From an optimization exercise on the open Yosys and OpenROAD flow, aimed at small area, a short achievable clock period and few clock cycles per item; shortcuts taken in it are not production practice. The RTL was checked by simulation tests, not by an equivalence proof against the original design. Power figures rest on the tool's default switching activity, not on a simulated workload.

$ cat flow/design.v
package alu_isa_pkg;
    localparam int word_width = 32;
    localparam int div_steps = 32;
    localparam int div_cnt_width = $clog2(div_steps);
    typedef logic [word_width-1:0] word_t;
    typedef enum logic [4:0] {
        OP_ADDU,
        OP_SUBU,
        OP_AND,
        OP_OR,
        OP_XOR,
        OP_NOR,
        OP_SLT,
        OP_SLTU,
        OP_SLL,
        OP_SRL,
        OP_SRA,
        OP_MULT,
        OP_MULTU,
        OP_DIV,
        OP_DIVU,
        OP_MFHI,
        OP_MFLO,
        OP_MTHI,
        OP_MTLO
    } alu_op_e;
endpackage
package alu_link_pkg;
    typedef struct packed {
        logic [4:0]                           op;
        logic [31:0] src_a;
        logic [31:0] src_b;
    } alu_cmd_t;
    typedef struct packed {
        logic                                 done;
        logic [31:0] result;
    } alu_resp_t;
    typedef struct packed {
        logic [31:0] dividend;
        logic [31:0] divisor;
        logic                                 is_signed;
    } div_req_t;
endpackage
module alu_unit_top (
    input  logic        clk,
    input  logic        rst,
    input  logic        req_i,
    input  logic [68:0] cmd_i,
    output logic        ack_o,
    output logic [31:0] result_o
);
    logic [4:0]  op;
    logic [31:0] a, b;
    assign op = cmd_i[68:64];
    assign a  = cmd_i[63:32];
    assign b  = cmd_i[31:0];
    logic        ack_q, busy_q, div_q, fix_q, sel_q;
    logic [3:0]  cnt_q;
    logic [31:0] hi_q, lo_q, res_q;
    logic        hx_q;       
    logic        bp_q;       
    logic        negq_q, negr_q;
    logic        ms_q;       
    logic start;
    assign start = req_i && !ack_q && !busy_q;
    logic is_mul, is_div, mul_s, div_s;
    assign is_mul = (op == 5'd11) || (op == 5'd12);
    assign is_div = (op == 5'd13) || (op == 5'd14);
    assign mul_s  = (op == 5'd11);
    assign div_s  = (op == 5'd13);
    logic [32:0] addsub;
    logic        sub;
    assign sub    = op[0] | op[1];    
    assign addsub = {1'b0, a} + {1'b0, b ^ {32{sub}}} + {32'b0, sub};
    logic lt_s, lt_u;
    assign lt_u = !addsub[32];
    assign lt_s = (a[31] ^ b[31]) ? a[31] : addsub[31];
    logic        shl;
    logic [31:0] sh_in, sh_out, sh_rev;
    logic [63:0] sh_ext;
    assign shl = (op == 5'd8);
    always_comb begin
        for (int i = 0; i < 32; i++) sh_in[i] = shl ? a[31-i] : a[i];
    end
    assign sh_ext = {{32{(op == 5'd10) && a[31]}}, sh_in} >> b[4:0];
    assign sh_out = sh_ext[31:0];
    always_comb begin
        for (int i = 0; i < 32; i++) sh_rev[i] = sh_out[31-i];
    end
    logic s_add, s_and, s_or, s_xor, s_nor, s_slt, s_sltu, s_sll, s_srx, s_mfhi;
    assign s_add  = (op == 5'd0) || (op == 5'd1);
    assign s_and  = (op == 5'd2);
    assign s_or   = (op == 5'd3);
    assign s_xor  = (op == 5'd4);
    assign s_nor  = (op == 5'd5);
    assign s_slt  = (op == 5'd6);
    assign s_sltu = (op == 5'd7);
    assign s_sll  = (op == 5'd8);
    assign s_srx  = (op == 5'd9) || (op == 5'd10);
    assign s_mfhi = (op == 5'd15);
    logic [31:0] alu_res;
    assign alu_res = ({32{s_add}}  & addsub[31:0])
                   | ({32{s_and}}  & (a & b))
                   | ({32{s_or}}   & (a | b))
                   | ({32{s_xor}}  & (a ^ b))
                   | ({32{s_nor}}  & ~(a | b))
                   | ({32{s_sll}}  & sh_rev)
                   | ({32{s_srx}}  & sh_out)
                   | ({32{s_mfhi}} & hi_q)
                   | {31'b0, (s_slt & lt_s) | (s_sltu & lt_u)};
    logic [32:0] m_hsrc;
    logic [31:0] m_lsrc;
    logic        m_pb, m_last;
    logic [32:0] m_a;
    assign m_hsrc = {hx_q, hi_q};
    assign m_lsrc = lo_q;
    assign m_pb   = bp_q;
    assign m_last = (cnt_q[2:0] == 3'd7);
    assign m_a    = {ms_q && res_q[31], res_q};
    function automatic logic [35:0] booth_row(input logic [2:0] bits, input logic [32:0] x);
        logic one, two, neg;
        logic [33:0] mag;
        one = bits[0] ^ bits[1];
        two = (bits[2] & ~bits[1] & ~bits[0]) | (~bits[2] & bits[1] & bits[0]);
        neg = bits[2];
        mag = ({34{one}} & {x[32], x}) | ({34{two}} & {x, 1'b0});
        booth_row = {{2{neg ^ mag[33]}}, mag ^ {34{neg}}};
    endfunction
    logic [35:0] m_r0, m_r1;
    logic [37:0] m_sum;
    logic        m_n0, m_n1, m_corr;
    assign m_r0   = booth_row({m_lsrc[1:0], m_pb}, m_a);
    assign m_r1   = booth_row(m_lsrc[3:1], m_a);
    assign m_n0   = m_lsrc[1];
    assign m_n1   = m_lsrc[3];
    assign m_corr = m_last && !ms_q && m_lsrc[3];
    assign m_sum  = {{5{m_hsrc[32]}}, m_hsrc}
                  + {{2{m_r0[35]}}, m_r0}
                  + {m_r1, 2'b0}
                  + {33'b0, m_n1, 1'b0, m_n0}
                  + ({38{m_corr}} & {1'b0, res_q, 4'b0});
    logic [31:0] d_r1, d_q1, d_r2, d_q2;
    logic [32:0] d_sh0, d_df0, d_sh1, d_df1;
    assign d_sh0 = {hi_q, lo_q[31]};
    assign d_df0 = d_sh0 - {1'b0, res_q};
    assign d_r1  = d_df0[32] ? d_sh0[31:0] : d_df0[31:0];
    assign d_q1  = {lo_q[30:0], !d_df0[32]};
    assign d_sh1 = {d_r1, d_q1[31]};
    assign d_df1 = d_sh1 - {1'b0, res_q};
    assign d_r2  = d_df1[32] ? d_sh1[31:0] : d_df1[31:0];
    assign d_q2  = {d_q1[30:0], !d_df1[32]};
    logic        negA, negB, n1s, n2s;
    logic [31:0] n1x, n2x, n1y, n2y;
    assign negA = div_s && a[31];
    assign negB = div_s && b[31];
    assign n1x  = busy_q ? lo_q : a;
    assign n2x  = busy_q ? hi_q : b;
    assign n1s  = busy_q ? negq_q : negA;
    assign n2s  = busy_q ? negr_q : negB;
    assign n1y  = n1s ? -n1x : n1x;
    assign n2y  = n2s ? -n2x : n2x;
    logic [31:0] d_lo0;
    logic [3:0]  d_cnt0;
    logic        b_nz, z8, z16, z24;
    assign b_nz = (b != 32'b0);
    assign z8  = negA ? (&a[31:8])  && (a[7:0]  != 8'b0)  : (a[31:8]  == 24'b0);
    assign z16 = negA ? (&a[31:16]) && (a[15:0] != 16'b0) : (a[31:16] == 16'b0);
    assign z24 = negA ? (&a[31:24]) && (a[23:0] != 24'b0) : (a[31:24] == 8'b0);
    always_comb begin
        if (b_nz && z8) begin
            d_lo0 = {n1y[7:0], 24'b0};
            d_cnt0 = 4'd12;
        end else if (b_nz && z16) begin
            d_lo0 = {n1y[15:0], 16'b0};
            d_cnt0 = 4'd8;
        end else if (b_nz && z24) begin
            d_lo0 = {n1y[23:0], 8'b0};
            d_cnt0 = 4'd4;
        end else begin
            d_lo0 = n1y;
            d_cnt0 = 4'd0;
        end
    end
    always_ff @(posedge clk) begin
        if (rst) begin
            ack_q  <= 1'b0;
            busy_q <= 1'b0;
            div_q  <= 1'b0;
            fix_q  <= 1'b0;
            sel_q  <= 1'b0;
            cnt_q  <= '0;
            hi_q   <= '0;
            lo_q   <= '0;
        end else begin
            if (!req_i) ack_q <= 1'b0;
            if (start) begin
                cnt_q <= '0;
                fix_q <= 1'b0;
                sel_q <= 1'b1;
                if (is_mul) begin
                    busy_q <= 1'b1;
                    div_q  <= 1'b0;
                    ms_q   <= mul_s;
                    hx_q   <= 1'b0;
                    hi_q   <= '0;
                    bp_q   <= 1'b0;
                    lo_q   <= n1y;
                    res_q  <= n2y;
                end else if (is_div) begin
                    busy_q <= 1'b1;
                    div_q  <= 1'b1;
                    hi_q   <= '0;
                    lo_q   <= d_lo0;
                    cnt_q  <= d_cnt0;
                    res_q  <= n2y;
                    negq_q <= (negA ^ negB) && b_nz;
                    negr_q <= negA;
                end else begin
                    ack_q <= 1'b1;
                    res_q <= alu_res;
                    sel_q <= (op == 5'd16) || (op == 5'd17) || (op == 5'd18);
                    if (op == 5'd17) hi_q <= a;
                    if (op == 5'd18) lo_q <= a;
                end
            end else if (busy_q) begin
                if (!div_q) begin
                    {hx_q, hi_q} <= m_sum[36:4];
                    lo_q   <= {m_sum[3:0], m_lsrc[31:4]};
                    bp_q   <= m_lsrc[3];
                    cnt_q  <= cnt_q + 4'd1;
                    if (m_last) begin
                        busy_q <= 1'b0;
                        ack_q  <= 1'b1;
                    end
                end else if (!fix_q) begin
                    hi_q  <= d_r2;
                    lo_q  <= d_q2;
                    cnt_q <= cnt_q + 4'd1;
                    if (cnt_q == 4'd15) begin
                        if (negq_q || negr_q) begin
                            fix_q <= 1'b1;
                        end else begin
                            busy_q <= 1'b0;
                            ack_q  <= 1'b1;
                        end
                    end
                end else begin
                    hi_q   <= n2y;
                    lo_q   <= n1y;
                    busy_q <= 1'b0;
                    ack_q  <= 1'b1;
                end
            end
        end
    end
    assign ack_o    = ack_q;
    assign result_o = sel_q ? lo_q : res_q;
endmodule
$ cat flow/run.sh
#!/bin/bash
# synth_recipe.tcl (not shown) runs the flow's synth.tcl, then flattens the netlist and writes it again
# the make line also repeats each setting of config.mk as NAME=value (left out here)
make -C /OpenROAD-flow-scripts/flow DESIGN_CONFIG=/design/flow/config.mk WORK_HOME=/design/flow/orfs CLKGATE_MAP_FILE= SYNTH_SCRIPT=/design/flow/synth_recipe.tcl finish
$ cat flow/config.mk
export PLATFORM = sky130hd
export DESIGN_NAME = alu_unit_top
export DESIGN_NICKNAME = alu_unit_top
export VERILOG_FILES = /design/flow/design.v
export SDC_FILE = /design/flow/constraint.sdc
export NUM_CORES = 4
export LEC_CHECK = 0
export CAP_MARGIN = 20
export CORE_MARGIN = 2
export CORE_UTILIZATION = 40
export SETUP_SLACK_MARGIN = 4
export SLEW_MARGIN = 20
$ cat flow/constraint.sdc
create_clock -name core_clock -period 11.5 [get_ports {clk}]
set_input_delay 2.3000 -clock core_clock [delete_from_list [all_inputs] [get_ports {clk}]]
set_output_delay 2.3000 -clock core_clock [all_outputs]
set_load 0.01 [all_outputs]
==> results.cfg, run 1 <==
[synthesis]
synth.ff_latch_count = 110
async_flop_share_pct = 0
synth_enable_flop_cells = 37
synth_top_area_cell = ha_1
syn_nets = 4248
synth.area.top_cells = ha_1 (9.1%), a21oi_1 (8.1%), dfxtp_1 (5.3%)
netlist_area_um2 = 27500
yosysSeqAreaShare_pct = 9.35
synth-main-ff-cell = dfxtp_1
syn_inst = 3905
synthDistinctLibCells = 102
syn_area_per_cell_um2 = 7.04
yosysWarnings = 1
synth_top_area_share_pct = 9.10

[cells_and_area]
final_common_cell = a21oi_1
mostFrequentLayoutCells = a21oi_1 (443), nand2_1 (364), o21ai_0 (288)
nets = 4102
nFillCells = 7050
drive_above_1_share_pct = 5.98
antenna_cells = 0
stdcell_area_um2 = 29400
area_growth_syn_to_layout_pct = 6.97

[cts]
cts_tree = done
cts_hold_buffers = 0
clk_latency_ns = 0.42
cts_max_level = 3
cts-root-buf = clkbuf_16
cts_made_buffers = 9
clk_pin_slew_ns = 0.11
clockBufferDepth = 2
clkSinkCount = 110

[route]
vias_per_cell = 6.97
met2_length_um = 57100
drtIter0Drc = 4976
wl_met1_um = 54600
top_layer_used = met4
wl_met3_um = 17300
routedWlPerCell_um = 29.9
wl_um = 139000
drc = 0
vias = 32398
drt-pass1-iter-count = 10
postRouteAntennaNets = 0

[floorplanning]
ios = 105
die_w_um = 266
coreArea_um2 = 68300
start_util_pct = 40.2
dieArea_um2 = 70900
die_y_um = 266
num_rows = 96

[critical_path]
cp.required_ns = 11.80
slowest_delay_ns = 0.63
cp-end-kind = flop
crit_slowest_cell = o31ai_1
crit_fanout = 43
worstSetupPathType = reg -> reg
start_kind = flop
arrival_ns = 7.52
crit_chain = buf_4, buf_4, and2_1, buf_4, a211oi_1, o22ai_1, fa_1, fa_1, inv_1, ha_1, nor2b_1, o31ai_1, a211oi_1, o21a_1, o21ai_0, o21ai_0, xnor2_1, o22ai_1, a311oi_1, a211oi_1

[sta]
drv_slew = 0
slew_headroom_pct = 10.8
fin_crit_sh_pct = 62.9
worstMarginPinSlew_ns = 1.33
totalNegativeSetupSlack_ns = 0
rsz0062_at_grt = no
setup_ws_ns = 4.27
fmax_mhz = 138
post-route-min-period_ns = 7.23
final-setup-viol-count = 0
skew_ns = 0.0247
final-hold-violation-count = 0

[power]
clockPowerShare_pct = 9.4
ir_worst_vdd_uv = 83.4
p_sw_share_pct = 57.5
p_per_area_nw_per_um2 = 140
comb_power_share_pct = 75.2
power_leakage_uw = 0.0115
p_total_uw = 4100
p_switching_uw = 2360
seq_power_share_pct = 15.4
internal_power_uw = 1750

[grt]
antenna_found_initial = 1
grt_max_degree = 87
overflow = 0
grt_pass1_vias = 29367
grt_first_pass_wirelength_um = 201000
track_usage_pct = 38.0

[place]
gp_congestion = 1.08
io_buffer_count = 104
placed_area_um2 = 29100
dp_hpwl_um = 105000
place_ws_ns = 4.07

[flow_run]
drv_cap = 0

[status]
status = timing/DRC/antenna clean

[min_path]
hold_class = reg -> reg
path summary, 6_finish.rpt:
kind / start / to / slack (ns) / cells past startpoint
setup / recovery: bp_q / hi_q[22] / 4.27 / 20
hold / removal: ack_q / ack_q / 0.51 / 2
setup reg to reg: bp_q / hi_q[22] / 4.27 / 20
hold reg to reg: ack_q / ack_q / 0.51 / 2
area by class of cell:
cell class / count / area, µm² / area share, %
tap: 882 / 1100 / 3.75
timing repair buffer: 192 / 1700 / 5.77
sequential: 110 / 2590 / 8.81
inverter: 206 / 773 / 2.63
multi-input combinational: 3240 / 22900 / 77.9
clock buffer: 9 / 225 / 0.766
clock inverter: 7 / 104 / 0.353
through the flow:
stage | hold slack (ns) | instances | utilization, %
6_report | 0.514 | 4646 | 43.0
3_3_place_gp | 0.489 | 4629 | 42.5
3_5_place_dp | 0.498 | 4629 | 42.5
5_1_grt | 0.547 | 4646 | 43.0
4_1_cts | 0.519 | 4645 | 43.0
2_1_floorplan | 0.480 | 3905 | -
logic make-up after synthesis:
| group | share of synthesized area (%) |
|---|---|
| flip-flops | 9.35 |
| AND/OR/NAND/NOR | 18.7 |
| buffers and inverters | 7.75 |
| adder cells (fa/ha/maj) | 14.7 |
| XOR/XNOR | 6.46 |
| multiplexers | 7.91 |
| AO/OA/AOI/OAI | 35.1 |
Yosys cell counts (all sizes together), types with 21 or more instances:
cell,count
a211oi,96
nand2,364
o211ai,77
mux2i,133
a21o,79
nor2,285
o31ai,33
a2111oi,21
mux4,32
edfxtp,37
o22ai,62
a31oi,52
nand2b,41
nor3b,22
ha,200
dfxtp,73
xor2,74
a22oi,29
nor2b,23
o21ai,296
a221oi,69
o311a,26
nand4,37
fa,71
and3,33
nor3,62
xnor2,127
buf,59
clkbuf,290
nand3,94
o21a,30
nor4,31
and2,49
a21oi,448
inv,203
power groups by stage:
| stage | Combinational (µW) | Clock [µW] | Sequential, µW |
|---|---|---|---|
| final | 3090 | 386 | 631 |
| after global routing | 3290 | 394 | 624 |
| after CTS | 2960 | 385 | 612 |
| after detailed placement | 2930 | 0 | 622 |
| after global placement | 2950 | 0 | 623 |
| after floorplan | 2130 | 0 | 509 |
critical path, delay by kind of cell, from the launching register on:
family | cells | cell delay, ns
buffers and inverters | 4 | 1.29
flip-flops | 1 | 0.36
adder cells (fa/ha/maj) | 3 | 1.38
AO/OA/AOI/OAI | 10 | 3.01
XOR/XNOR | 1 | 0.60
AND/OR/NAND/NOR | 2 | 0.36
routing by layer:
layer | GRT usage [%] | up-vias
met1 | 50.8 | 15432
met4 | 21.5 | 0
met2 | 56.0 | 2323
li1 | - | 14184
met3 | 8.78 | 459
met5 | 0 | -
repair_timing:
action	4_1_cts	5_1_grt
endpoints found under the hold margin	0	0
gates resized for setup	0	3
endpoints found under the setup margin	0	31
buffers inserted	0	0
state kept, by name, summed over array words and instances (netlist names):
register / count
ms_q: 1
bp_q: 1
fix_q: 1
lo_q: 32
cnt_q: 4
negq_q: 1
res_q: 32
hi_q: 32
ack_q: 1
hx_q: 1
busy_q: 1
div_q: 1
sel_q: 1
negr_q: 1
Testbench counts, summed over its fixed seeds: cycles 9,393, items 2,400.
==> run 2: changes to the inputs <==
--- a/flow/design.v
+++ b/flow/design.v
@@ -43,3 +43,5 @@
 endpackage
-module alu_unit_top (
+module alu_unit_top #(
+    parameter int ND = 2     
+) (
     input  logic        clk,
@@ -117,3 +119,3 @@
     assign m_pb   = bp_q;
-    assign m_last = (cnt_q[2:0] == 3'd7);
+    assign m_last = (cnt_q == 4'(16 / ND - 1));
     assign m_a    = {ms_q && res_q[31], res_q};
@@ -128,15 +130,46 @@
     endfunction
-    logic [35:0] m_r0, m_r1;
-    logic [37:0] m_sum;
-    logic        m_n0, m_n1, m_corr;
-    assign m_r0   = booth_row({m_lsrc[1:0], m_pb}, m_a);
-    assign m_r1   = booth_row(m_lsrc[3:1], m_a);
-    assign m_n0   = m_lsrc[1];
-    assign m_n1   = m_lsrc[3];
-    assign m_corr = m_last && !ms_q && m_lsrc[3];
-    assign m_sum  = {{5{m_hsrc[32]}}, m_hsrc}
-                  + {{2{m_r0[35]}}, m_r0}
-                  + {m_r1, 2'b0}
-                  + {33'b0, m_n1, 1'b0, m_n0}
-                  + ({38{m_corr}} & {1'b0, res_q, 4'b0});
+    localparam int SW = 34 + 2 * ND;
+    logic [SW-1:0] m_sum;
+    logic          m_corr;
+    logic [SW-1:0] m_ops [0:ND+1];
+    always_comb begin
+        logic [35:0] row;
+        logic [2:0]  bits;
+        logic [SW-1:0] fix;
+        m_corr = m_last && !ms_q && m_lsrc[2*ND-1];
+        fix    = {SW{m_corr}} & (SW'(res_q) << (2 * ND));
+        for (int i = 0; i < ND; i++) begin
+            bits     = (i == 0) ? {m_lsrc[1:0], m_pb} : m_lsrc[2*i+1 -: 3];
+            row      = booth_row(bits, m_a);
+            m_ops[i] = SW'({{(SW-36){row[35]}}, row}) << (2 * i);
+        end
+        for (int i = 0; i < ND; i++) begin
+            bits = (i == 0) ? {m_lsrc[1:0], m_pb} : m_lsrc[2*i+1 -: 3];
+            if (i + 1 < ND) m_ops[i+1][2*i] = bits[2];
+            else            fix[2*i] = bits[2];
+        end
+        m_ops[ND]   = {{(SW-33){m_hsrc[32]}}, m_hsrc};
+        m_ops[ND+1] = fix;
+    end
+    function automatic logic [2*SW-1:0] csa(input logic [SW-1:0] x, input logic [SW-1:0] y,
+                                            input logic [SW-1:0] z);
+        logic [SW-1:0] cy;
+        cy  = (x & y) | (x & z) | (y & z);
+        csa = {cy[SW-2:0], 1'b0, x ^ y ^ z};
+    endfunction
+    logic [SW-1:0] m_s, m_c;
+    generate
+        if (ND == 2) begin : g_tree2
+            logic [SW-1:0] s1, c1;
+            assign {c1, s1}   = csa(m_ops[0], m_ops[1], m_ops[2]);
+            assign {m_c, m_s} = csa(s1, c1, m_ops[3]);
+        end else begin : g_tree4
+            logic [SW-1:0] s1, c1, s2, c2, s3, c3;
+            assign {c1, s1}   = csa(m_ops[0], m_ops[1], m_ops[2]);
+            assign {c2, s2}   = csa(m_ops[3], m_ops[4], m_ops[5]);
+            assign {c3, s3}   = csa(s1, c1, s2);
+            assign {m_c, m_s} = csa(s3, c3, c2);
+        end
+    endgenerate
+    assign m_sum = m_s + m_c;
     logic [31:0] d_r1, d_q1, d_r2, d_q2;
@@ -159,25 +192,35 @@
     assign n2s  = busy_q ? negr_q : negB;
-    assign n1y  = n1s ? -n1x : n1x;
-    assign n2y  = n2s ? -n2x : n2x;
-    logic [31:0] d_lo0;
+    function automatic logic [31:0] or_below(input logic [31:0] x);
+        logic [31:0] p, t;
+        p = x;
+        for (int l = 0; l < 5; l++) begin
+            t = p;
+            for (int i = 0; i < 32; i++)
+                if ((i >> l) & 1) p[i] = t[i] | t[((i >> l) << l) - 1];
+        end
+        or_below = {p[30:0], 1'b0};
+    endfunction
+    assign n1y  = n1x ^ ({32{n1s}} & or_below(n1x));
+    assign n2y  = n2x ^ ({32{n2s}} & or_below(n2x));
+    logic [31:0] d_hi0, d_lo0;
     logic [3:0]  d_cnt0;
-    logic        b_nz, z8, z16, z24;
+    logic        b_nz, za8, za16, za24, gb8, gb16, gb24;
+    logic [2:0]  d_ka, d_mb, d_sk;
     assign b_nz = (b != 32'b0);
-    assign z8  = negA ? (&a[31:8])  && (a[7:0]  != 8'b0)  : (a[31:8]  == 24'b0);
-    assign z16 = negA ? (&a[31:16]) && (a[15:0] != 16'b0) : (a[31:16] == 16'b0);
-    assign z24 = negA ? (&a[31:24]) && (a[23:0] != 24'b0) : (a[31:24] == 8'b0);
+    assign za8  = negA ? (&a[31:8])  && (a[7:0]  != 8'b0)  : (a[31:8]  == 24'b0);
+    assign za16 = negA ? (&a[31:16]) && (a[15:0] != 16'b0) : (a[31:16] == 16'b0);
+    assign za24 = negA ? (&a[31:24]) && (a[23:0] != 24'b0) : (a[31:24] == 8'b0);
+    assign gb8  = negB ? !(&b[31:8])  : (b[31:8]  != 24'b0);
+    assign gb16 = negB ? !(&b[31:16]) : (b[31:16] != 16'b0);
+    assign gb24 = negB ? !(&b[31:24]) : (b[31:24] != 8'b0);
+    assign d_ka = za8 ? 3'd3 : za16 ? 3'd2 : za24 ? 3'd1 : 3'd0;
+    assign d_mb = gb24 ? 3'd3 : gb16 ? 3'd2 : gb8 ? 3'd1 : 3'd0;
+    assign d_sk = !b_nz ? 3'd0 : (d_ka + d_mb > 3'd3) ? 3'd3 : d_ka + d_mb;
     always_comb begin
-        if (b_nz && z8) begin
-            d_lo0 = {n1y[7:0], 24'b0};
-            d_cnt0 = 4'd12;
-        end else if (b_nz && z16) begin
-            d_lo0 = {n1y[15:0], 16'b0};
-            d_cnt0 = 4'd8;
-        end else if (b_nz && z24) begin
-            d_lo0 = {n1y[23:0], 8'b0};
-            d_cnt0 = 4'd4;
-        end else begin
-            d_lo0 = n1y;
-            d_cnt0 = 4'd0;
-        end
+        case (d_sk)
+            3'd3: begin d_hi0 = {8'b0, n1y[31:8]};  d_lo0 = {n1y[7:0], 24'b0};  d_cnt0 = 4'd12; end
+            3'd2: begin d_hi0 = {16'b0, n1y[31:16]}; d_lo0 = {n1y[15:0], 16'b0}; d_cnt0 = 4'd8;  end
+            3'd1: begin d_hi0 = {24'b0, n1y[31:24]}; d_lo0 = {n1y[23:0], 8'b0};  d_cnt0 = 4'd4;  end
+            default: begin d_hi0 = 32'b0;           d_lo0 = n1y;                d_cnt0 = 4'd0;  end
+        endcase
     end
@@ -211,3 +254,3 @@
                     div_q  <= 1'b1;
-                    hi_q   <= '0;
+                    hi_q   <= d_hi0;
                     lo_q   <= d_lo0;
@@ -226,5 +269,5 @@
                 if (!div_q) begin
-                    {hx_q, hi_q} <= m_sum[36:4];
-                    lo_q   <= {m_sum[3:0], m_lsrc[31:4]};
-                    bp_q   <= m_lsrc[3];
+                    {hx_q, hi_q} <= m_sum[2*ND+32:2*ND];
+                    lo_q   <= {m_sum[2*ND-1:0], m_lsrc[31:2*ND]};
+                    bp_q   <= m_lsrc[2*ND-1];
                     cnt_q  <= cnt_q + 4'd1;
--- a/flow/config.mk
+++ b/flow/config.mk
@@ -9,4 +9,4 @@
 export CORE_MARGIN = 2
-export CORE_UTILIZATION = 40
-export SETUP_SLACK_MARGIN = 4
+export CORE_UTILIZATION = 55
+export SETUP_SLACK_MARGIN = 5
 export SLEW_MARGIN = 20
==> results.cfg, run 2 <==
[grt]
grt_max_degree = 125
overflow = 0
grt_first_pass_wirelength_um = 199000
antenna_found_initial = 17
grt_pass1_vias = 30263
track_usage_pct = 53.0

[cells_and_area]
final_common_cell = nand2_1
final_util_pct = 61.1
area_growth_syn_to_layout_pct = 9.89
nets = 4096
nFillCells = 4305
reg_top3 = hi_q (32), lo_q (32), res_q (32)
mostFrequentLayoutCells = nand2_1 (409), a21oi_1 (401), nor2_1 (309)
drive_above_1_share_pct = 8.35

[critical_path]
ff2ff_setup_slack_ns = 5.03
cp-end-kind = flop
arrival_ns = 6.77
cp.required_ns = 11.80
r2r-start = res_q[3]
worstSetupPathType = reg -> reg
crit_fanout = 9
rr_worst_depth = 23
start_kind = flop
rr_endpoint = hi_q[31]

[floorplanning]
die_w_um = 224
die_y_um = 224
ios = 105
dieArea_um2 = 50100
start_util_pct = 55.6
num_rows = 80
coreArea_um2 = 47700

[power]
p_per_area_nw_per_um2 = 153
power_leakage_uw = 0.0119
ir_worst_vdd_uv = 160

[route]
drc = 0
postRouteAntennaNets = 0
wl_um = 139000
routedWlPerCell_um = 31.6
drtIter0Drc = 6546
vias_per_cell = 7.60
vias = 33315
drt-pass1-iter-count = 15

[sta]
totalNegativeSetupSlack_ns = 0
fin_crit_sh_pct = 56.2
final-hold-violation-count = 0
hold_ws_ns = 0.524
slew_headroom_pct = 23.4
rsz0062_at_grt = yes
post-route-min-period_ns = 6.47
setup_ws_ns = 5.03
skew_ns = 0.0240
fmax_mhz = 155
drv_slew = 0
worstMarginPinSlew_ns = 1.15
final-setup-viol-count = 0

[synthesis]
synth-main-ff-cell = dfxtp_1
syn_inst = 3809
async_flop_share_pct = 0
synth_top_area_share_pct = 9.33
netlist_area_um2 = 26600
synth.ff_latch_count = 110
syn_area_per_cell_um2 = 6.97
syn_nets = 4151
yosysWarnings = 2
synth_top_area_cell = ha_1
synthDistinctLibCells = 95
synth.area.top_cells = ha_1 (9.3%), a21oi_1 (7.8%), mux2i_1 (6.9%)
yosysSeqAreaShare_pct = 9.69
ys_top_cells_by_count = a21oi_1 (414), nand2_1 (414), nor2_1 (327), o21ai_0 (279), clkbuf_1 (250)
synth_enable_flop_cells = 37

[cts]
cts_max_level = 3
cts-root-buf = clkbuf_16
cts_made_buffers = 9
cts_tree = done
clkSinkCount = 110
clk_latency_ns = 0.42
clk_pin_slew_ns = 0.08
cts_hold_buffers = 0
clockBufferDepth = 2

[status]
status = timing/DRC/antenna clean

[place]
io_buffer_count = 104
dp_hpwl_um = 102000
gp_congestion = 1.12
place_ws_ns = 3.83

[flow_run]
drv_cap = 0

[min_path]
hold_class = reg -> reg
hp-start = cnt_q[2]
min_to = cnt_q[2]
hold_path_depth = 2
run 2: worst max-delay path by stage:
stage                      endpoint       from  cells past startpoint  slack, ns
after floorplan           res_q[30]  cmd_i[65]                     17       5.37
after global placement     lo_q[21]  cmd_i[66]                     22       4.01
after detailed placement    lo_q[6]  cmd_i[66]                     21       3.83
after CTS                  hi_q[31]  res_q[14]                     23       5.00
after global routing       hi_q[31]    lo_q[0]                     21       4.90
final                      hi_q[31]   res_q[3]                     23       5.03
run 2: what timing repair did:
| action | CTS | global route |
|---|---|---|
| gates resized for setup | 55 | 67 |
| cloned | 1 | 4 |
| endpoints found under the setup margin | 89 | 73 |
| pin swaps | 3 | 11 |
| buffers inserted | 12 | 41 |
run 2: where the power goes:
group	total (µW)	internal [µW]	leakage, µW	switching, µW
logic	3460	1280	0.0107	2180
clock network	390	182	0.000160	208
registers	605	456	0.000952	149
total	4450	1920	0.0119	2530
run 2: kinds of logic after synthesis:
| family | after synthesis | share of synthesized area, % |
|---|---|---|
| compound gates | 1351 | 32.9 |
| simple gates | 1060 | 17.7 |
| buf+inv | 563 | 8.18 |
| fa+ha+maj | 299 | 15.9 |
| xor+xnor | 220 | 7.37 |
| mux | 206 | 8.32 |
| flops | 110 | 9.69 |
run 2: worst max-delay path, cell delays in order (launching register included):
cell       delay, ns
edfxtp_1        0.51
inv_1           0.20
ha_1            0.42
and3_1          0.25
a22oi_2         0.21
o22ai_2         0.14
o31a_1          0.39
o21ai_4         0.31
xnor2_4         0.19
buf_12          0.17
mux2_2          0.41
ha_2            0.33
a21oi_1         0.18
o21ai_0         0.12
a221o_1         0.35
a211o_1         0.31
o22a_1          0.28
a221o_1         0.43
a2111oi_2       0.40
o21bai_1        0.13
a21oi_1         0.18
xor2_1          0.16
a21oi_1         0.09
o21a_1          0.19
run 2: per-stage QoR:
stage	area (µm²)	power [µW]	instances
after floorplan	26600	2710	3809
after global placement	27900	3610	4299
after detailed placement	27900	3660	4299
after CTS	28500	4120	4328
after global routing	29200	4590	4378
final	29200	4450	4385
run 2: layout make-up:
type                    count  area, µm²  area share, %
diodes                     11       27.5         0.0943
clock buffers              10        239          0.819
clock inverters             6       83.8          0.287
inverters                 248        942           3.23
multi-input cells        3137      22300           76.4
flip-flops and latches    110       2590           8.89
well taps                 615        769           2.64
repair buffers            248       2230           7.63
run 2: routing by layer:
layer / track usage, % / up-vias / routed length (µm)
met1: 64.0 / 15366 / 47500
met2: 75.4 / 3186 / 54300
met5: 1.37 / - / 159
met4: 37.6 / 12 / 13500
li1: - / 13803 / -
met3: 22.5 / 948 / 23200
Testbench counts of run 2, summed over its fixed seeds: cycles 8,717, items 2,400.
==> run 3: changes to the inputs <==
--- a/flow/design.v
+++ b/flow/design.v
@@ -65,2 +65,3 @@
     logic        ms_q;       
+    logic        sh_q;       
     logic start;
@@ -119,3 +120,3 @@
     assign m_pb   = bp_q;
-    assign m_last = (cnt_q == 4'(16 / ND - 1));
+    assign m_last = (cnt_q == (sh_q ? 4'(8 / ND - 1) : 4'(16 / ND - 1)));
     assign m_a    = {ms_q && res_q[31], res_q};
@@ -226,2 +227,4 @@
     end
+    logic m_sa;
+    assign m_sa  = mul_s ? (&a[31:15] || a[31:15] == 17'b0) : (a[31:16] == 16'b0);
     always_ff @(posedge clk) begin
@@ -249,2 +252,3 @@
                     bp_q   <= 1'b0;
+                    sh_q   <= m_sa;
                     lo_q   <= n1y;
@@ -276,2 +280,6 @@
                         ack_q  <= 1'b1;
+                        if (sh_q) begin
+                            hi_q <= {{16{m_sum[2*ND+32]}}, m_sum[2*ND+31:2*ND+16]};
+                            lo_q <= {m_sum[2*ND+15:0], m_lsrc[31:2*ND+16]};
+                        end
                     end
==> flow/flow/run.sh (new file) <==
#!/bin/bash
# Standard ORFS layout (the standard.sh, standard synthesis unchanged) with
# two layout-only changes: ports buffered with buf_2 instead of the delay-cell
# buffer buffer_ports picks by default, and a larger setup repair margin.
set -o pipefail
bash standard.sh \
    "BUFFER_PORTS_ARGS=-buffer_cell sky130_fd_sc_hd__buf_2" \
    SETUP_SLACK_MARGIN=6 \
    finish > standard.log 2>&1
==> flow/standard.sh (new file) <==
#!/bin/bash
# synth_recipe.tcl (not shown) runs the flow's synth.tcl, then flattens the netlist and writes it again
# the make line also repeats each setting of config.mk as NAME=value (left out here)
make -C /OpenROAD-flow-scripts/flow DESIGN_CONFIG=/design/flow/config.mk WORK_HOME=/design/flow/orfs CLKGATE_MAP_FILE= SYNTH_SCRIPT=/design/flow/synth_recipe.tcl "${@:-finish}"
--- a/flow/config.mk
+++ b/flow/config.mk
@@ -7,5 +7,6 @@
 export LEC_CHECK = 0
+export ABC_AREA = 1
 export CAP_MARGIN = 20
 export CORE_MARGIN = 2
-export CORE_UTILIZATION = 55
+export CORE_UTILIZATION = 40
 export SETUP_SLACK_MARGIN = 5
removed: flow/run.sh
==> results.cfg, run 3 <==
[sta]
final-hold-violation-count = 0
drv_slew = 0
post-route-min-period_ns = 5.53
skew_ns = 0.0244
final-setup-viol-count = 0
rsz0062_at_grt = yes
totalNegativeSetupSlack_ns = 0
worstMarginPinSlew_ns = 1.11
slew_headroom_pct = 25.8
fin_crit_sh_pct = 48.1
fmax_mhz = 181

[power]
p_sw_share_pct = 65.8
p_switching_uw = 4800
clockPowerShare_pct = 4.8
seq_power_share_pct = 8.1
power_leakage_uw = 0.0144
internal_power_uw = 2500
p_total_uw = 7290
p_per_area_nw_per_um2 = 233
comb_power_share_pct = 87.2
ir_worst_vdd_uv = 143

[place]
gp_congestion = 1.12
dp_hpwl_um = 143000
numPlacedInstances = 5617
io_buffer_count = 104

[cts]
cts_made_buffers = 9
cts-root-buf = clkbuf_16
clockBufferDepth = 2
clkSinkCount = 111
cts_tree = done
clk_latency_ns = 0.40
clk_pin_slew_ns = 0.10
cts_hold_buffers = 0
cts_max_level = 3

[floorplanning]
num_rows = 96
die_w_um = 266
start_util_pct = 40.3
die_y_um = 266
coreArea_um2 = 68300
ios = 105
dieArea_um2 = 70900

[route]
postRouteAntennaNets = 0
vias = 36927
drt-pass1-iter-count = 7
routedWlPerCell_um = 31.3
vias_per_cell = 6.42
drc = 0
wl_um = 180000
drtIter0Drc = 5369

[synthesis]
synth-main-ff-cell = dfxtp_1
yosysSeqAreaShare_pct = 9.45
syn_nets = 5108
synthDistinctLibCells = 63
async_flop_share_pct = 0
yosysWarnings = 2
synth.area.top_cells = nand2_1 (16%), ha_1 (9.0%), nand3_1 (8.7%)
synth_top_area_share_pct = 16.3
ys_top_cells_by_count = nand2_1 (1196), inv_1 (600), nand3_1 (481), o21ai_0 (400), nor2_1 (370)
syn_area_per_cell_um2 = 5.78
synth_top_area_cell = nand2_1
netlist_area_um2 = 27500
synth_enable_flop_cells = 38
synth_most_common_cell = nand2_1
syn_inst = 4766
synth.ff_latch_count = 111

[critical_path]
rr_endpoint = hi_q[27]
start_kind = input pin
r2r-start = lo_q[3]
arrival_ns = 5.78
ff2ff_setup_slack_ns = 6.18
cp-end-kind = flop
rr_worst_depth = 23
cp.required_ns = 11.75
worstSetupPathType = in -> reg
crit_fanout = 37

[min_path]
hp-start = cnt_q[1]
hold_path_depth = 2
hold_class = reg -> reg
min_to = cnt_q[1]

[cells_and_area]
reg_top3 = hi_q (32), lo_q (32), res_q (32)
finalNonFillerCells = 5749
mostFrequentLayoutCells = nand2_1 (1174), inv_1 (546), nand3_1 (466)
nets = 5199
area_growth_syn_to_layout_pct = 13.6
drive_above_1_share_pct = 12.1
final_common_cell = nand2_1

[grt]
met1_usage_pct = 60.4
grtUsageMet3_pct = 11.0
grt_util_met2_pct = 72.1
grt_pass1_vias = 33983
antenna_found_initial = 4
grt_first_pass_wirelength_um = 249000
overflow = 0
track_usage_pct = 49.0
gr-max-usage-layer = met2
grt_max_degree = 84

[flow_run]
drv_cap = 0

[status]
status = timing/DRC/antenna clean
==> run 3: power by group through the flow <==
stage	logic (µW)	registers [µW]	clock network [µW]
2_1_floorplan	3630	517	0
3_3_place_gp	5770	580	0
3_5_place_dp	5720	581	0
4_1_cts	5880	575	347
5_1_grt	6720	589	355
6_report	6360	590	347
==> run 3: per-stage QoR <==
step | instance area (µm²) | setup slack (ns) | util [%] | hold WS, ns
4_1_cts | 30400 | 6.00 | 44.4 | 0.491
5_1_grt | 31300 | 5.96 | 45.8 | 0.516
2_1_floorplan | 27500 | 5.97 | - | 0.458
3_5_place_dp | 28800 | 4.11 | 42.2 | 0.478
3_3_place_gp | 28800 | 4.11 | 42.2 | 0.475
6_report | 31300 | 5.97 | 45.8 | 0.492
==> run 3: how the worst max path moves through the flow <==
stage | start | end | slack (ns)
finish | cmd_i[65] | res_q[26] | 5.97
global route | res_q[31] | hi_q[7] | 5.96
CTS | cmd_i[31] | lo_q[17] | 6.00
detailed placement | cmd_i[53] | hi_q[6] | 4.11
global placement | cmd_i[53] | hi_q[6] | 4.11
floorplan | cmd_i[66] | lo_q[24] | 5.97
==> run 3: kinds of logic after synthesis <==
group	synth area share, %
XOR/XNOR	5.92
adder cells (fa/ha/maj)	14.2
AO/OA/AOI/OAI	23.4
multiplexers	0.114
buffers and inverters	11.9
AND/OR/NAND/NOR	35.1
flip-flops	9.45
==> run 3: metal layers <==
metal	up-vias	wire length, µm
li1	16155	-
met2	2841	72600
met5	-	62
met3	778	21100
met4	4	19500
met1	17149	66500
==> run 3: repair_timing <==
action	CTS	global route
pin swaps	15	31
endpoints found under the setup margin	97	79
buffers inserted	70	33
endpoints found under the hold margin	0	0
resized for setup	162	166
gates cloned	6	1
==> run 3: worst max-delay path, stage by stage <==
cell and delay [ns]:
buf_2 0.13, nor2_4 0.12, buf_12 0.27, inv_2 0.17, nor2_4 0.21, buf_12 0.15
nand2_1 0.04, o21ai_1 0.29, o21ai_0 0.14, buf_4 0.19, o211ai_1 0.55, nand3_2 0.23
nand3_1 0.28, nand3_2 0.25, nand3_1 0.28, o21a_1 0.17
==> run 3: cell type report <==
class,count,area [µm²]
clock buffer,10,229
timing repair buffer,278,2190
clock inverter,6,67.6
timing repair inverter,2,15.0
antenna,5,12.5
sequential,111,2620
multi-input combinational,3827,22500
fill,7648,37100
tap,882,1100
inverter,628,2560
Testbench counts of run 3, summed over its fixed seeds: cycles 8,225, items 2,400.
==> run 4: changes to the inputs <==
--- a/flow/design.v
+++ b/flow/design.v
@@ -207,4 +207,3 @@
     logic [3:0]  d_cnt0;
-    logic        b_nz, za8, za16, za24, gb8, gb16, gb24;
-    logic [2:0]  d_ka, d_mb, d_sk;
+    logic        b_nz, za8, za16, za24, gb8, gb16, gb24, sk1, sk2, sk3;
     assign b_nz = (b != 32'b0);
@@ -216,12 +215,15 @@
     assign gb24 = negB ? !(&b[31:24]) : (b[31:24] != 8'b0);
-    assign d_ka = za8 ? 3'd3 : za16 ? 3'd2 : za24 ? 3'd1 : 3'd0;
-    assign d_mb = gb24 ? 3'd3 : gb16 ? 3'd2 : gb8 ? 3'd1 : 3'd0;
-    assign d_sk = !b_nz ? 3'd0 : (d_ka + d_mb > 3'd3) ? 3'd3 : d_ka + d_mb;
+    assign sk1 = za24 || gb8;
+    assign sk2 = za16 || gb16 || (za24 && gb8);
+    assign sk3 = za8 || gb24 || (za16 && gb8) || (za24 && gb16);
     always_comb begin
-        case (d_sk)
-            3'd3: begin d_hi0 = {8'b0, n1y[31:8]};  d_lo0 = {n1y[7:0], 24'b0};  d_cnt0 = 4'd12; end
-            3'd2: begin d_hi0 = {16'b0, n1y[31:16]}; d_lo0 = {n1y[15:0], 16'b0}; d_cnt0 = 4'd8;  end
-            3'd1: begin d_hi0 = {24'b0, n1y[31:24]}; d_lo0 = {n1y[23:0], 8'b0};  d_cnt0 = 4'd4;  end
-            default: begin d_hi0 = 32'b0;           d_lo0 = n1y;                d_cnt0 = 4'd0;  end
-        endcase
+        if (sk3) begin
+            d_hi0 = {8'b0, n1y[31:8]};  d_lo0 = {n1y[7:0], {24{!b_nz}}};  d_cnt0 = 4'd12;
+        end else if (sk2) begin
+            d_hi0 = {16'b0, n1y[31:16]}; d_lo0 = {n1y[15:0], {16{!b_nz}}}; d_cnt0 = 4'd8;
+        end else if (sk1) begin
+            d_hi0 = {24'b0, n1y[31:24]}; d_lo0 = {n1y[23:0], {8{!b_nz}}};  d_cnt0 = 4'd4;
+        end else begin
+            d_hi0 = 32'b0;              d_lo0 = n1y;                     d_cnt0 = 4'd0;
+        end
     end
--- a/flow/flow/run.sh
+++ b/flow/flow/run.sh
@@ -7,3 +7,3 @@
     "BUFFER_PORTS_ARGS=-buffer_cell sky130_fd_sc_hd__buf_2" \
-    SETUP_SLACK_MARGIN=6 \
+    SETUP_SLACK_MARGIN=6.75 \
     finish > standard.log 2>&1
==> results.cfg, run 4 <==
[power]
power_leakage_uw = 0.0157
comb_power_share_pct = 84.9
p_per_area_nw_per_um2 = 170
internal_power_uw = 2420
p_switching_uw = 3610
ir_worst_vdd_uv = 125
clockPowerShare_pct = 5.6
seq_power_share_pct = 9.5
p_sw_share_pct = 59.9

[critical_path]
crit_chain = buf_12, nor2_4, buf_4, xor2_1, ha_1, a21oi_1, nor2_1, a211oi_1, nand2_1, a21boi_2, o21bai_1, o21ai_0, a21oi_1, nor2_1, nor2_1
crit_path_end = res_q[24]
start_kind = input pin
worstSetupPathType = in -> reg
r2r-start = hi_q[30]
crit_fanout = 8
crit_path_frequent_cell = nor2_1
ff2ff_setup_slack_ns = 6.73
cp_top_family = compound AO/OA/AOI/OAI gates
rr_endpoint = hi_q[10]
crit_slowest_cell = ha_1
critPathBufInv = 2
rr_worst_depth = 28
cp-end-kind = flop
worstSetupPathDepth = 15
critPathLaunch = cmd_i[65]
slowest_delay_ns = 0.33
arrival_ns = 4.98
cp.required_ns = 11.66

[cells_and_area]
stdcell_area_um2 = 35500
nets = 5538
area_growth_syn_to_layout_pct = 24.2
drive_above_1_share_pct = 20.1
final_common_cell = nand2_1
reg_top3 = hi_q (32), lo_q (32), res_q (32)
mostFrequentLayoutCells = nand2_1 (1390), inv_1 (512), nand3_1 (351)
final_util_pct = 50.4

[floorplanning]
dieArea_um2 = 73600
die_w_um = 271
ios = 105
num_rows = 97
die_y_um = 271
coreArea_um2 = 70400
start_util_pct = 40.6

[cts]
clk_latency_ns = 0.41
cts_tree = done
cts_made_buffers = 9
clkSinkCount = 111
clockBufferDepth = 2
cts_hold_buffers = 0
cts-root-buf = clkbuf_16
cts_max_level = 3
clk_pin_slew_ns = 0.08

[synthesis]
synth-compound-area-share_pct = 22.7
ys_top_cells_by_count = nand2_1 (1467), inv_1 (573), o21ai_0 (398), nand3_1 (374), nor2_1 (362)
synth.area.top_cells = nand2_1 (19%), ha_1 (8.6%), inv_1 (7.5%)
netlist_area_um2 = 28600
muxShareOfSynthArea_pct = 0.0350
syn_nets = 5331
synth_most_common_cell = nand2_1
syn_inst = 4991
synth_fa_ha_area_share_pct = 13.6
synth.ff_latch_count = 111
synth_xor_area_share_pct = 6.37
syn_area_per_cell_um2 = 5.72
synth-main-ff-cell = dfxtp_1
async_flop_share_pct = 0
synth_top_family_by_area = simple AND/OR/NAND/NOR gates
yosysSeqAreaShare_pct = 9.11
synth_enable_flop_cells = 38
yosysWarnings = 2
synth_top_area_cell = nand2_1
synthDistinctLibCells = 72
synthSimpleGateAreaFrac_pct = 36.7
synth_top_area_share_pct = 19.3

[sta]
fmax_mhz = 207
worstMarginPinSlew_ns = 1.08
drv_slew = 0
post-route-min-period_ns = 4.82
final-hold-violation-count = 0
slew_headroom_pct = 28.2
skew_ns = 0.0105
hold_ws_ns = 0.485
totalNegativeSetupSlack_ns = 0
rsz0062_at_grt = yes
fin_crit_sh_pct = 41.9
setup_ws_ns = 6.68
final-setup-viol-count = 0

[place]
dp_hpwl_um = 126000
io_buffer_count = 104
placed_area_um2 = 29700
gp_congestion = 1.14
place_ws_ns = 5.03

[grt]
grt_pass1_vias = 34058
grt_first_pass_wirelength_um = 237000
overflow = 0
track_usage_pct = 43.8
grt_max_degree = 68
antenna_found_initial = 5

[status]
status = timing/DRC/antenna clean

[flow_run]
drv_cap = 0

[route]
drc = 0
drtIter0Drc = 6042
vias = 38430
routedWlPerCell_um = 27.9
vias_per_cell = 6.25
drt-pass1-iter-count = 7
postRouteAntennaNets = 0
wl_um = 172000

[min_path]
hold_class = reg -> reg
## run 4: cell families after synthesis
| kind of cell | count (synthesis) |
|---|---|
| fa+ha+maj | 268 |
| xor+xnor | 194 |
| mux | 1 |
| flops | 111 |
| simple gates | 2455 |
| compound gates | 1130 |
| buf+inv | 832 |
## run 4: what timing repair did
action | CTS | global route
cloned | 19 | 13
buffers inserted | 118 | 123
pin swaps | 42 | 123
gates resized for setup | 305 | 472
setup endpoints to repair | 103 | 98
## run 4: per-layer routing
metal	wire length, µm	global-route usage, %	vias up
li1	-	-	16987
met2	66400	61.1	2900
met4	17300	33.8	4
met5	161	0	-
met1	64200	56.0	17784
met3	23600	13.1	755
## run 4: power by group through the flow
stage | clock (µW) | combinational (µW) | sequential, µW
after floorplan | 0 | 2590 | 501
after global placement | 0 | 3790 | 564
after detailed placement | 0 | 3780 | 564
after CTS | 336 | 4200 | 560
after global routing | 348 | 5390 | 568
final | 340 | 5120 | 572
## run 4: area by class of cell
| class | count | area (µm²) |
|---|---|---|
| fill | 7570 | 34900 |
| timing repair buffer | 396 | 3370 |
| timing repair inverter | 6 | 51.3 |
| multi-input combinational | 4065 | 25400 |
| clock buffer | 11 | 254 |
| clock inverter | 4 | 26.3 |
| tap | 940 | 1180 |
| inverter | 609 | 2590 |
| antenna | 5 | 12.5 |
| sequential | 111 | 2630 |
## run 4: how the worst min path moves through the flow
stage / cells past startpoint / slack (ns) / end / start
after floorplan: 2 / 0.46 / cnt_q[1] / cnt_q[1]
after global placement: 2 / 0.47 / cnt_q[1] / cnt_q[1]
after detailed placement: 2 / 0.48 / cnt_q[1] / cnt_q[1]
after CTS: 2 / 0.49 / cnt_q[1] / cnt_q[1]
after global routing: 2 / 0.53 / cnt_q[1] / cnt_q[1]
final: 2 / 0.48 / cnt_q[1] / cnt_q[1]
## run 4: metrics by stage
step | instances | total power [µW]
CTS | 6006 | 5100
global placement | 5854 | 4350
finish | 6147 | 6030
detailed placement | 5854 | 4340
floorplan | 4991 | 3100
global route | 6142 | 6310
## run 4: worst min-delay path: stages (launching register included)
cell and delay (ns):
dfxtp_1 0.33, nand2_1 0.07, a21oi_1 0.05
Testbench counts of run 4, summed over its fixed seeds: cycles 8,189, items 2,400.
==> run 5: changes to the inputs <==
--- a/flow/flow/run.sh
+++ b/flow/flow/run.sh
@@ -7,3 +7,4 @@
     "BUFFER_PORTS_ARGS=-buffer_cell sky130_fd_sc_hd__buf_2" \
-    SETUP_SLACK_MARGIN=6.75 \
+    SETUP_SLACK_MARGIN=7.5 \
+    TNS_END_PERCENT=5 \
     finish > standard.log 2>&1
==> results.cfg, run 5 <==
[status]
status = timing/DRC/antenna clean

[synthesis]
yosysSeqAreaShare_pct = 9.11
synth.area.top_cells = nand2_1 (19%), ha_1 (8.6%), inv_1 (7.5%)
syn_nets = 5331
synth_top_area_share_pct = 19.3
synth_most_common_cell = nand2_1
syn_inst = 4991
synth_top_area_cell = nand2_1
syn_area_per_cell_um2 = 5.72
synth-main-ff-cell = dfxtp_1
netlist_area_um2 = 28600
synthDistinctLibCells = 72
synth_enable_flop_cells = 38
synth.ff_latch_count = 111
yosysWarnings = 2
ys_top_cells_by_count = nand2_1 (1467), inv_1 (573), o21ai_0 (398), nand3_1 (374), nor2_1 (362)
async_flop_share_pct = 0

[critical_path]
crit_chain = buf_2, inv_12, nor3_4, buf_6, inv_4, buf_4, nor2_4, inv_1, a21oi_1, a21oi_1, a21oi_1
cp-end-kind = flop
arrival_ns = 5.14
crit_slowest_cell = buf_4
cp_top_family = buffers and inverters
critPathBufInv = 6
crit_fanout = 45
slowest_delay_ns = 0.60
start_kind = input pin
crit_path_frequent_cell = a21oi_1
worstSetupPathType = in -> reg
cp.required_ns = 11.79

[grt]
track_usage_pct = 47.3
antenna_found_initial = 6
grt_first_pass_wirelength_um = 253000
grt_pass1_vias = 35352
grt_max_degree = 79
overflow = 0

[route]
routedWlPerCell_um = 29.6
drc = 0
drtIter0Drc = 5714
met2_length_um = 73400
drt-pass1-iter-count = 8
wl_met3_um = 22100
vias = 38222
wl_um = 181000
postRouteAntennaNets = 0
vias_per_cell = 6.25
wl_met1_um = 68800
top_layer_used = met5

[sta]
post-route-min-period_ns = 4.85
drv_slew = 0
final-hold-violation-count = 0
fin_crit_sh_pct = 42.1
slew_headroom_pct = 18.7
setup_ws_ns = 6.65
fmax_mhz = 206
totalNegativeSetupSlack_ns = 0
worstMarginPinSlew_ns = 1.22
rsz0062_at_grt = yes
skew_ns = 0.0188
hold_ws_ns = 0.486
final-setup-viol-count = 0

[cts]
clkSinkCount = 111
cts_max_level = 3
cts_tree = done
clk_latency_ns = 0.42
clk_pin_slew_ns = 0.10
cts-root-buf = clkbuf_16
cts_hold_buffers = 0
clockBufferDepth = 2
cts_made_buffers = 9

[cells_and_area]
mostFrequentLayoutCells = nand2_1 (1379), inv_1 (496), nand3_1 (339)
final_common_cell = nand2_1
stdcell_area_um2 = 36000
finalNonFillerCells = 6116
area_growth_syn_to_layout_pct = 25.9
reg_top3 = hi_q (32), lo_q (32), res_q (32)
drive_above_1_share_pct = 21.6
nets = 5510

[floorplanning]
dieArea_um2 = 73600
die_w_um = 271
die_y_um = 271
coreArea_um2 = 70400
start_util_pct = 40.6
ios = 105
num_rows = 97

[min_path]
hold_class = reg -> reg

[flow_run]
drv_cap = 0

[place]
gp_congestion = 1.12
dp_hpwl_um = 137000
io_buffer_count = 104
placed_area_um2 = 29700
place_ws_ns = 4.94
numPlacedInstances = 5858

[power]
ir_worst_vdd_uv = 130
power_leakage_uw = 0.0157
p_per_area_nw_per_um2 = 178
[run 5: cell counts after synthesis]
No cell type changed its count.
[run 5: per-layer routing]
| metal | track usage, % | vias to the layer above |
|---|---|---|
| met4 | 34.5 | 8 |
| li1 | - | 16936 |
| met3 | 11.3 | 645 |
| met1 | 60.5 | 17880 |
| met5 | 0 | - |
| met2 | 69.1 | 2753 |
[run 5: metrics by stage]
stage | utilization (%) | power (µW)
6_report | 51.1 | 6400
5_1_grt | 51.1 | 6670
4_1_cts | 49.3 | 5860
3_5_place_dp | 42.3 | 4540
3_3_place_gp | 42.2 | 4580
2_1_floorplan | - | 3100
[run 5: worst paths after layout]
kind	to	startpoint	depth (start not counted)	slack [ns]
min reg2reg	cnt_q[1]	cnt_q[1]	2	0.49
min	cnt_q[1]	cnt_q[1]	2	0.49
max	hi_q[9]	req_i	11	6.65
max reg2reg	hi_q[5]	res_q[29]	32	6.80
[run 5: what timing repair did]
| action | in CTS | in global routing |
|---|---|---|
| endpoints found under the hold margin | 0 | 0 |
| gates cloned | 22 | 3 |
| buffers inserted | 173 | 43 |
| pin swaps | 126 | 76 |
| resized for setup | 687 | 200 |
| endpoints found under the setup margin | 176 | 159 |
[run 5: cell families after synthesis]
family,Yosys count,share of synthesized area [%]
mux,1,0.0350
simple gates,2455,36.7
buf+inv,832,11.5
xor+xnor,194,6.37
flops,111,9.11
fa+ha+maj,268,13.6
compound gates,1130,22.7
[run 5: power breakdown]
group	internal (µW)	switching (µW)
clock	153	203
combinational	1890	3580
sequential	461	118
[run 5: final cells by class]
class	count	area, µm²
inverter	609	2610
fill	7468	34400
timing repair inverter	4	35.0
tap	940	1180
clock inverter	7	65.1
timing repair buffer	372	3210
clock buffer	9	225
multi-input combinational	4063	26000
antenna	1	2.50
sequential	111	2640
[run 5: worst min-delay path, cell delays in order, from the launching register on]
cell and delay, ns:
dfxtp_1 0.34, nand2_1 0.06, a21oi_1 0.05
==> run 6: changes to the inputs <==
--- a/flow/flow/run.sh
+++ b/flow/flow/run.sh
@@ -7,4 +7,3 @@
     "BUFFER_PORTS_ARGS=-buffer_cell sky130_fd_sc_hd__buf_2" \
-    SETUP_SLACK_MARGIN=7.5 \
-    TNS_END_PERCENT=5 \
+    SETUP_SLACK_MARGIN=6.25 \
     finish > standard.log 2>&1
--- a/flow/config.mk
+++ b/flow/config.mk
@@ -10,3 +10,3 @@
 export CORE_MARGIN = 2
-export CORE_UTILIZATION = 40
+export CORE_UTILIZATION = 50
 export SETUP_SLACK_MARGIN = 5
==> results.cfg, run 6 <==
[status]
status = timing/DRC/antenna clean

[floorplanning]
num_rows = 87
die_y_um = 243
start_util_pct = 50.7
coreArea_um2 = 56400
die_w_um = 243
dieArea_um2 = 59100
ios = 105

[cells_and_area]
regArea_um2 = 2620
mostFrequentLayoutCells = nand2_1 (1456), inv_1 (539), nand3_1 (371)
area_growth_syn_to_layout_pct = 10.2
nets = 5373
nFillCells = 6042
finalNonFillerCells = 5801
drive_above_1_share_pct = 10.9
multiInputGateArea_um2 = 23400
reg_top3 = hi_q (32), lo_q (32), res_q (32)
stdcell_area_um2 = 31500
final_common_cell = nand2_1

[sta]
slew_headroom_pct = 22.9
post-route-min-period_ns = 5.32
worstMarginPinSlew_ns = 1.15
totalNegativeSetupSlack_ns = 0
final-hold-violation-count = 0
rsz0062_at_grt = yes
fin_crit_sh_pct = 46.3
drv_slew = 0
skew_ns = 0.0174
fmax_mhz = 188
final-setup-viol-count = 0
hold_ws_ns = 0.490

[synthesis]
syn_area_per_cell_um2 = 5.72
synthDistinctLibCells = 72
synth_most_common_cell = nand2_1
yosysSeqAreaShare_pct = 9.11
synth-main-ff-cell = dfxtp_1
syn_inst = 4991
ys_top_cells_by_count = nand2_1 (1467), inv_1 (573), o21ai_0 (398), nand3_1 (374), nor2_1 (362)
netlist_area_um2 = 28600
synth.ff_latch_count = 111
yosysWarnings = 2
async_flop_share_pct = 0
synth_top_area_share_pct = 19.3
syn_nets = 5331
synth.area.top_cells = nand2_1 (19%), ha_1 (8.6%), inv_1 (7.5%)
synth_enable_flop_cells = 38
synth_top_area_cell = nand2_1

[place]
dp_hpwl_um = 124000
placed_area_um2 = 29500
io_buffer_count = 104
numPlacedInstances = 5683
gp_congestion = 1.15

[cts]
clk_latency_ns = 0.41
clkSinkCount = 111
cts_made_buffers = 9
clockBufferDepth = 2
cts_max_level = 3
cts_tree = done
cts-root-buf = clkbuf_16
cts_hold_buffers = 0
clk_pin_slew_ns = 0.08

[route]
postRouteAntennaNets = 0
routedWlPerCell_um = 27.8
drt-pass1-iter-count = 7
vias_per_cell = 6.51
vias = 37777
drc = 0
drtIter0Drc = 6602
wl_um = 161000

[grt]
overflow = 0
grt_max_degree = 73
track_usage_pct = 51.9
antenna_found_initial = 7
grt_first_pass_wirelength_um = 226000
grt_pass1_vias = 33636

[critical_path]
worstSetupPathType = in -> reg
cp.required_ns = 11.78
start_kind = input pin
crit_fanout = 13
arrival_ns = 5.60
cp-end-kind = flop

[power]
power_leakage_uw = 0.0146
p_per_area_nw_per_um2 = 166
ir_worst_vdd_uv = 148

[min_path]
hold_class = reg -> reg

[flow_run]
drv_cap = 0
-- run 6: changes by cell type in the layout (fill, tap and decap cells not counted), moves of 28 or more --
cell	previous run	this run
buf_4	217	113
nand2_1	1379	1456
ha_1	119	182
nand2_2	78	18
a21oi_1	268	327
ha_4	63	9
o21ai_0	310	363
a21oi_2	71	21
nor2_1	303	349
inv_1	496	539
nand3_1	339	371
nor2_2	51	21
nand3_2	33	5
-- run 6: per-stage QoR --
step | utilization, % | total power, µW | worst slack (ns)
2_1_floorplan | - | 3090 | 6.23
3_3_place_gp | 52.3 | 4290 | 4.88
3_5_place_dp | 52.3 | 4310 | 4.85
4_1_cts | 53.7 | 4790 | 6.25
5_1_grt | 55.8 | 5500 | 6.17
6_report | 55.9 | 5240 | 6.18
-- run 6: area by class of cell --
class	instances	share of cell area (%)
diodes	7	0.0556
clock buffers	11	0.802
clock inverters	5	0.123
inverters	609	7.72
multi-input cells	4058	74.3
flip-flops and latches	111	8.33
well taps	756	3.00
repair buffers	241	5.61
repair inverters	3	0.0755
-- run 6: logic make-up (layout without fill, tap and decap cells) --
logic type	after synthesis	count (layout)	synth area share (%)
mux	1	1	0.0350
simple gates	2455	2465	36.7
other cells	0	7	0
flops	111	111	9.11
compound gates	1130	1130	22.7
buf+inv	832	869	11.5
fa+ha+maj	268	268	13.6
xor+xnor	194	194	6.37
-- run 6: report_power, final --
part           switching, µW  internal [µW]
clock network            182            162
logic                   2940           1380
registers                117            461
total                   3240           2000
-- run 6: critical path, stage by stage --
cell and delay, ns:
buf_2 0.31, clkinvlp_4 0.42, nand4_1 0.20, nor2_1 0.10
nand3_1 0.09, nand3_1 0.19, o21ai_0 0.24, nand2_1 0.29
nand3b_4 0.32, nand2_4 0.16, o21ai_0 0.40, inv_1 0.09
a21oi_1 0.34, a21oi_1 0.13
-- run 6: worst paths after layout --
path | from | end | slack, ns | cells past startpoint
worst min register to register | lo_q[14] | lo_q[14] | 0.49 | 2
worst min-delay path | lo_q[14] | lo_q[14] | 0.49 | 2
worst max-delay path | cmd_i[42] | hi_q[5] | 6.18 | 14
worst max register to register | res_q[31] | hi_q[10] | 6.21 | 28
-- run 6: routing by layer --
metal	vias up	GRT usage [%]	wire [µm]
met2	3136	73.1	62300
met3	850	16.3	23600
met1	17122	64.3	57900
met4	6	43.4	17300
li1	16663	-	-
met5	-	0	42
-- run 6: timing repair --
action                     in CTS  in global routing
setup buffers                  22                 60
pin swaps                       5                 25
gates cloned                    6                  7
resized for setup              81                151
setup endpoints to repair      95                 87
==> run 7: changes to the inputs <==
--- a/flow/flow/run.sh
+++ b/flow/flow/run.sh
@@ -7,3 +7,3 @@
     "BUFFER_PORTS_ARGS=-buffer_cell sky130_fd_sc_hd__buf_2" \
-    SETUP_SLACK_MARGIN=6.25 \
+    SETUP_SLACK_MARGIN=5.75 \
     finish > standard.log 2>&1
--- a/flow/config.mk
+++ b/flow/config.mk
@@ -10,3 +10,3 @@
 export CORE_MARGIN = 2
-export CORE_UTILIZATION = 50
+export CORE_UTILIZATION = 56
 export SETUP_SLACK_MARGIN = 5
==> results.cfg, run 7 <==
[cts]
cts_tree = done
cts_made_buffers = 9
cts-root-buf = clkbuf_16
clkSinkCount = 111
clockBufferDepth = 2
clk_pin_slew_ns = 0.09
cts_hold_buffers = 0
cts_max_level = 3
clk_latency_ns = 0.41

[cells_and_area]
stdcell_area_um2 = 29900
nets = 5282
drive_above_1_share_pct = 7.34
finalNonFillerCells = 5630
final_common_cell = nand2_1
reg_top3 = hi_q (32), lo_q (32), res_q (32)
nFillCells = 5348
final_util_pct = 59.4
mostFrequentLayoutCells = nand2_1 (1464), inv_1 (563), o21ai_0 (393)
area_growth_syn_to_layout_pct = 4.55

[sta]
worstMarginPinSlew_ns = 1.18
skew_ns = 0.0129
rsz0062_at_grt = no
fin_crit_sh_pct = 49.8
final-hold-violation-count = 0
final-setup-viol-count = 0
post-route-min-period_ns = 5.73
drv_slew = 0
slew_headroom_pct = 20.9
totalNegativeSetupSlack_ns = 0
fmax_mhz = 175
hold_ws_ns = 0.491

[grt]
track_usage_pct = 57.4
grt_pass1_vias = 33578
antenna_found_initial = 12
grt_max_degree = 68
grt_first_pass_wirelength_um = 223000
overflow = 0

[synthesis]
synth.area.top_cells = nand2_1 (19%), ha_1 (8.6%), inv_1 (7.5%)
synth_most_common_cell = nand2_1
synth.ff_latch_count = 111
syn_nets = 5331
syn_area_per_cell_um2 = 5.72
synth_fa_ha_area_share_pct = 13.6
synth-main-ff-cell = dfxtp_1
synthDistinctLibCells = 72
synth_top_area_cell = nand2_1
synth_top_family_by_area = simple AND/OR/NAND/NOR gates
synth-compound-area-share_pct = 22.7
async_flop_share_pct = 0
synth_top_area_share_pct = 19.3
yosysSeqAreaShare_pct = 9.11
synthSimpleGateAreaFrac_pct = 36.7
synth_xor_area_share_pct = 6.37
yosysWarnings = 2
netlist_area_um2 = 28600
muxShareOfSynthArea_pct = 0.0350
synth_enable_flop_cells = 38
syn_inst = 4991
ys_top_cells_by_count = nand2_1 (1467), inv_1 (573), o21ai_0 (398), nand3_1 (374), nor2_1 (362)

[route]
vias = 37758
drtIter0Drc = 7347
drc = 0
vias_per_cell = 6.71
postRouteAntennaNets = 0
routedWlPerCell_um = 27.9
drt-pass1-iter-count = 12
wl_um = 157000

[critical_path]
crit_fanout = 25
cp.required_ns = 11.78
cp-end-kind = flop
arrival_ns = 6.01
start_kind = input pin
worstSetupPathType = in -> reg

[power]
comb_power_share_pct = 81.2
seq_power_share_pct = 11.4
ir_worst_vdd_uv = 118
clockPowerShare_pct = 7.4
power_leakage_uw = 0.0141
internal_power_uw = 1830
p_sw_share_pct = 63.3
p_per_area_nw_per_um2 = 167
p_switching_uw = 3160

[place]
placed_area_um2 = 29400
dp_hpwl_um = 121000
io_buffer_count = 104
gp_congestion = 1.18
numPlacedInstances = 5595

[floorplanning]
die_y_um = 230
start_util_pct = 56.8
dieArea_um2 = 52800
num_rows = 82
die_w_um = 230
coreArea_um2 = 50300
ios = 105

[min_path]
hold_class = reg -> reg

[status]
status = timing/DRC/antenna clean

[flow_run]
drv_cap = 0
## run 7: critical path, stage by stage
cell      delay (ns)
buf_2           0.21
inv_1           0.48
nand4_1         0.15
nor2_1          0.30
nand3_1         0.11
nand3_1         0.10
o21ai_0         0.17
nand2_1         0.15
nand3b_2        0.55
nand2_2         0.48
inv_2           0.12
a21oi_1         0.17
nor2_1          0.06
nor2_1          0.47
a21oi_1         0.14
## run 7: power groups by stage
stage	sequential [µW]	clock, µW	combinational, µW
floorplan	501	0	2590
global placement	559	0	3740
detailed placement	559	0	3750
CTS	550	360	3770
global route	561	373	4310
finish	568	370	4060
## run 7: kinds of logic after synthesis
logic type                 count (synthesis)
AOI/OAI and AO/OA                       1130
DFF                                      111
adders and majority gates                268
and+or+nand+nor                         2455
xor gates and xnor gates                 194
buffers and inverters                    832
muxes                                      1
## run 7: what timing repair did
item	in CTS	in global routing
pin swaps	1	1
buffers inserted	0	7
endpoints found under the setup margin	28	48
gates cloned	1	0
resized for setup	3	32
## run 7: per-stage QoR
step | total power (µW) | setup WS, ns
floorplan | 3090 | 6.12
global placement | 4300 | 5.34
detailed placement | 4300 | 5.26
CTS | 4680 | 5.75
global route | 5240 | 5.75
finish | 5000 | 5.77
## run 7: cell type report
| cell class | count | area, µm² | area share [%] |
|---|---|---|---|
| multi-input cells | 4049 | 22800 | 76.3 |
| flip-flops and latches | 111 | 2620 | 8.75 |
| inverters | 609 | 2340 | 7.83 |
| repair buffers | 162 | 965 | 3.23 |
| well taps | 672 | 841 | 2.81 |
| clock buffers | 12 | 258 | 0.863 |
| clock inverters | 4 | 48.8 | 0.163 |
| diodes | 11 | 27.5 | 0.0922 |
## run 7: worst paths after layout
| path | startpoint | end | slack [ns] | depth (start not counted) |
|---|---|---|---|---|
| worst max-delay path | cmd_i[49] | hi_q[22] | 5.77 | 15 |
| worst min register to register | lo_q[14] | lo_q[14] | 0.49 | 2 |
| worst max register to register | hi_q[30] | hi_q[7] | 5.90 | 23 |
| worst min-delay path | lo_q[14] | lo_q[14] | 0.49 | 2 |
## run 7: routing by layer
metal | track usage, % | part of all wire [%] | vias up
met5 | 1.10 | 0.14 | -
met4 | 49.1 | 11 | 16
met3 | 26.4 | 17 | 1009
met2 | 77.1 | 37 | 3379
met1 | 68.4 | 34 | 16900
li1 | - | - | 16454

==> static timing again, ports no longer ideal <==
How much do the figures lean on ideal ports? The routed layouts below were timed once more, with nothing changed but the port constraints.
Step 1 sets driving cells, clkbuf_16 on the clock port and buf_2 on the other inputs (assumed; they add their load-dependent delay and slew).
Step 2 times the ports against the registers' clock, not the clock port: input delays grow and output delays shrink by t, the midpoint of the rising clock arrivals with the driver on.
Three values: no drivers, after step 1, after step 2; two values: the first two.
| run | t (ns) | slack for setup (ns) | worst data-port slew with drivers (ns) | cell pins on the clock port's net |
|---|---|---|---|---|
| run 1 | 0.467 | 4.271 / 4.271 / 3.937 | 0.06 | 1 |
| run 2 | 0.473 | 5.032 / 5.032 / 4.626 | 0.05 | 1 |
| run 3 | 0.445 | 5.969 / 6.003 / 5.558 | 0.06 | 1 |
| run 4 | 0.461 | 6.677 / 6.606 / 6.145 | 0.17 | 1 |
| run 5 | 0.476 | 6.654 / 6.703 / 6.227 | 0.07 | 1 |
| run 6 | 0.464 | 6.178 / 6.209 / 5.757 | 0.04 | 1 |
| run 7 | 0.468 | 5.774 / 5.818 / 5.350 | 0.04 | 1 |
After both steps every run listed still meets setup and hold. The setup slack of run 4, which loses most, moves by -0.071 ns with the drivers and by -0.532 ns with both steps.
